This is an optimization exercise on Yosys and OpenROAD, whose aim is small area, a short achievable clock period and few clock cycles per item, not a production implementation. In this exercise RTL edits were held to simulation tests only and were not proved equivalent to the original.

the baseline:
## sph_harmonic_norm_const_core
module sph_harmonic_norm_const_core
#(
    parameter int DEGREE_BOUND = 2047
)
(
    input  logic               clk,
    input  logic               rst_n,
    input  logic               start,
    output logic               busy,
    input  logic [sphn_pkg::FIELD_W-1:0] degree,
    input  logic [sphn_pkg::FIELD_W-1:0] order,
    input  logic               cfg_we,
    input  logic [sphn_pkg::FIELD_W-1:0] cfg_wdata,
    output logic               done,
    output logic [63:0]        factor_bits,
    output logic               range_error
);
For scale: about 4800 cells after synthesis, ~520 flip-flops, ~34000 µm² of cells after synthesis.
Settings: LEC_CHECK=0, ABC_AREA=1, CAP_MARGIN=20, CORE_MARGIN=2, CORE_UTILIZATION=50, CTS_BUF_LIST=sky130_fd_sc_hd__clkbuf_8, PLACE_DENSITY=0.75, SETUP_SLACK_MARGIN=5.0, SLEW_MARGIN=20; clock period 8.0 ns.
run.sh (not shown) runs the stock make flow with config.mk's settings and CLKGATE_MAP_FILE= SYNTH_SCRIPT=/design/flow/synth_recipe.tcl, a recipe that flattens the netlist after the stock synthesis.
Testbench counts of the baseline, summed over its fixed seeds: cycles 602,796, requests 384.
[inputs] the candidate vs the baseline
--- a/flow/design.v
+++ b/flow/design.v
@@ -27,27 +27,24 @@
     output logic [63:0]        factor_bits,
     output logic               range_error
 );
     logic [10:0] maxd_r;
     logic        busy_r;
     logic        done_r;
     logic        go_r;
     logic        run_r;
     logic        egt_r;
     logic        err_r;
     logic [10:0] m_r;
     logic [11:0] k_r;
-    logic [11:0] k_inc;
-    logic        ogt;
-    logic        dgt;
     logic        d_act;
     logic        s_act;
     logic        m_act;
     logic        last_r;
     logic        sq2n_r;
     logic        accept;
     logic        err_go;
     logic        adv;
     logic        adv_r;
     logic        adv_nx;
     logic        d_done;
     logic        s_done;
@@ -104,41 +101,24 @@
     assign accept = start && !busy_r;
     assign err_go = egt_r;
     assign d_done = dq[53];
     assign s_done = sT[53];
     assign m_done = mph == sphn_pkg::M_FIN;
     logic adv_c;
     assign adv_c  = run_r && (!d_act || d_done) && (!s_act || s_done) && (!m_act || m_done);
     assign adv    = adv_r;
     assign adv_nx = run_r && !go_r && !adv_r
                     && (!d_act || ((dph == sphn_pkg::D_DIV) ? dq[52] : dq[53]))
                     && (!s_act || sT[53] || sT[52])
                     && (!m_act || mph == sphn_pkg::M_NRM || mph == sphn_pkg::M_FIN);
-    always_comb
-    begin
-        logic c;
-        ogt = 1'b0;
-        dgt = 1'b0;
-        for (int i = 0; i < 11; i++)
-        begin
-            ogt = (order[i] & ~degree[i]) | (~(order[i] ^ degree[i]) & ogt);
-            dgt = (degree[i] & ~maxd_r[i]) | (~(degree[i] ^ maxd_r[i]) & dgt);
-        end
-        c = 1'b1;
-        for (int i = 0; i < 12; i++)
-        begin
-            k_inc[i] = k_r[i] ^ c;
-            c        = c & k_r[i];
-        end
-    end
     always_ff @(posedge clk or negedge rst_n)
     begin
         if (!rst_n)
         begin
             maxd_r <= '0;
         end
         else if (cfg_we)
         begin
             maxd_r <= cfg_wdata;
         end
     end
     always_ff @(posedge clk or negedge rst_n)
@@ -171,50 +151,50 @@
             begin
                 busy_r <= 1'b0;
                 run_r  <= 1'b0;
                 done_r <= 1'b1;
             end
         end
     end
     always_ff @(posedge clk)
     begin
         if (accept)
         begin
             m_r   <= order;
-            egt_r <= ogt || dgt || (32'(degree) > DEGREE_BOUND);
+            egt_r <= (order > degree) || (degree > maxd_r) || (32'(degree) > DEGREE_BOUND);
         end
         if (go_r)
         begin
             err_r <= err_go;
         end
     end
     always_ff @(posedge clk)
     begin
         if (accept)
         begin
             k_r    <= 12'd1;
             d_act  <= order != '0;
             s_act  <= 1'b1;
             m_act  <= 1'b0;
             last_r <= 1'b0;
             sq2n_r <= 1'b0;
         end
         else if (adv)
         begin
-            k_r    <= k_inc;
-            d_act  <= d_act && (k_r != {1'b0, m_r});
-            s_act  <= d_act;
+            k_r    <= k_r + 12'd1;
+            d_act  <= k_r < {1'b0, m_r};
+            s_act  <= k_r <= {1'b0, m_r};
             m_act  <= 1'b1;
             last_r <= (m_r == '0) ? (k_r == 12'd1) : sq2n_r;
-            sq2n_r <= (m_r != '0) && s_act && !d_act;
+            sq2n_r <= (m_r != '0) && (k_r == {1'b0, m_r} + 12'd1);
         end
     end
     always_comb
     begin
         dmsb = '0;
         de   = '0;
         for (int i = 0; i < 22; i++)
         begin
             if (dp[i])
             begin
                 dmsb = 22'(1) << i;
                 de   = 5'(i);
## What came out
In the tables for the baseline and the candidate, end-of-flow core utilization reads lower with the candidate. Lower met1 global-route usage was reported by the baseline, not the candidate. Sort the baseline and the candidate by period utilization, ascending, and the candidate comes first. The launching instance or port of the critical path comes out err_r in one run and dq[11] in the other, namely in the candidate and the baseline respectively. Delta (the candidate minus the baseline): sequential share of layout area neither gained nor lost much; non-clock buffer count lost 35%. Mapped cell area sits higher in the candidate than in the baseline. The final reports for the candidate and the baseline show final critical-path required period lower in the former. Of the baseline and the candidate, the candidate shows the higher synthesized cell count, with the baseline below it. NOTE buffer count from post-CTS setup fixing the baseline->the candidate decreased by more than half. Side by side, number of clock buffers in the layout turned out lower in the candidate than in the baseline. Per the comparison of the candidate with the baseline, total number of vias picked up an extra 1095, clock distribution area overhead in the final layout held steady, proportion of layout cells with a drive suffix above 1 lower.
Testbench counts of the candidate, summed over its fixed seeds: cycles 602,796, requests 384.

-- re-timing with driven ports --
Ports are ideal in the flow. The routed layouts listed here were re-timed in OpenROAD. Step 1 sets driving cells, clkbuf_16 on the clock port and buf_2 on the other inputs (assumed; they add their load-dependent delay and slew). Step 2, shift: input delay + t, output delay - t, t = (earliest + latest rising clock arrival at the registers) / 2. This alone moves slack from input paths to output paths. Three values: ideal ports, drivers, drivers and shift; two values: the first two.
| run | shift t [ns] | slack for setup (ns) | worst setup path after step 2 |
|---|---|---|---|
| the baseline | 0.758 | 4.446 / 4.446 / 3.921 | input to register |
| the candidate | 0.781 | 4.969 / 4.903 / 4.423 | input to register |
After both steps setup and hold are still met in every run listed. The setup slack of the candidate, which loses most, moves by -0.066 ns with the drivers and by -0.546 ns with both steps.
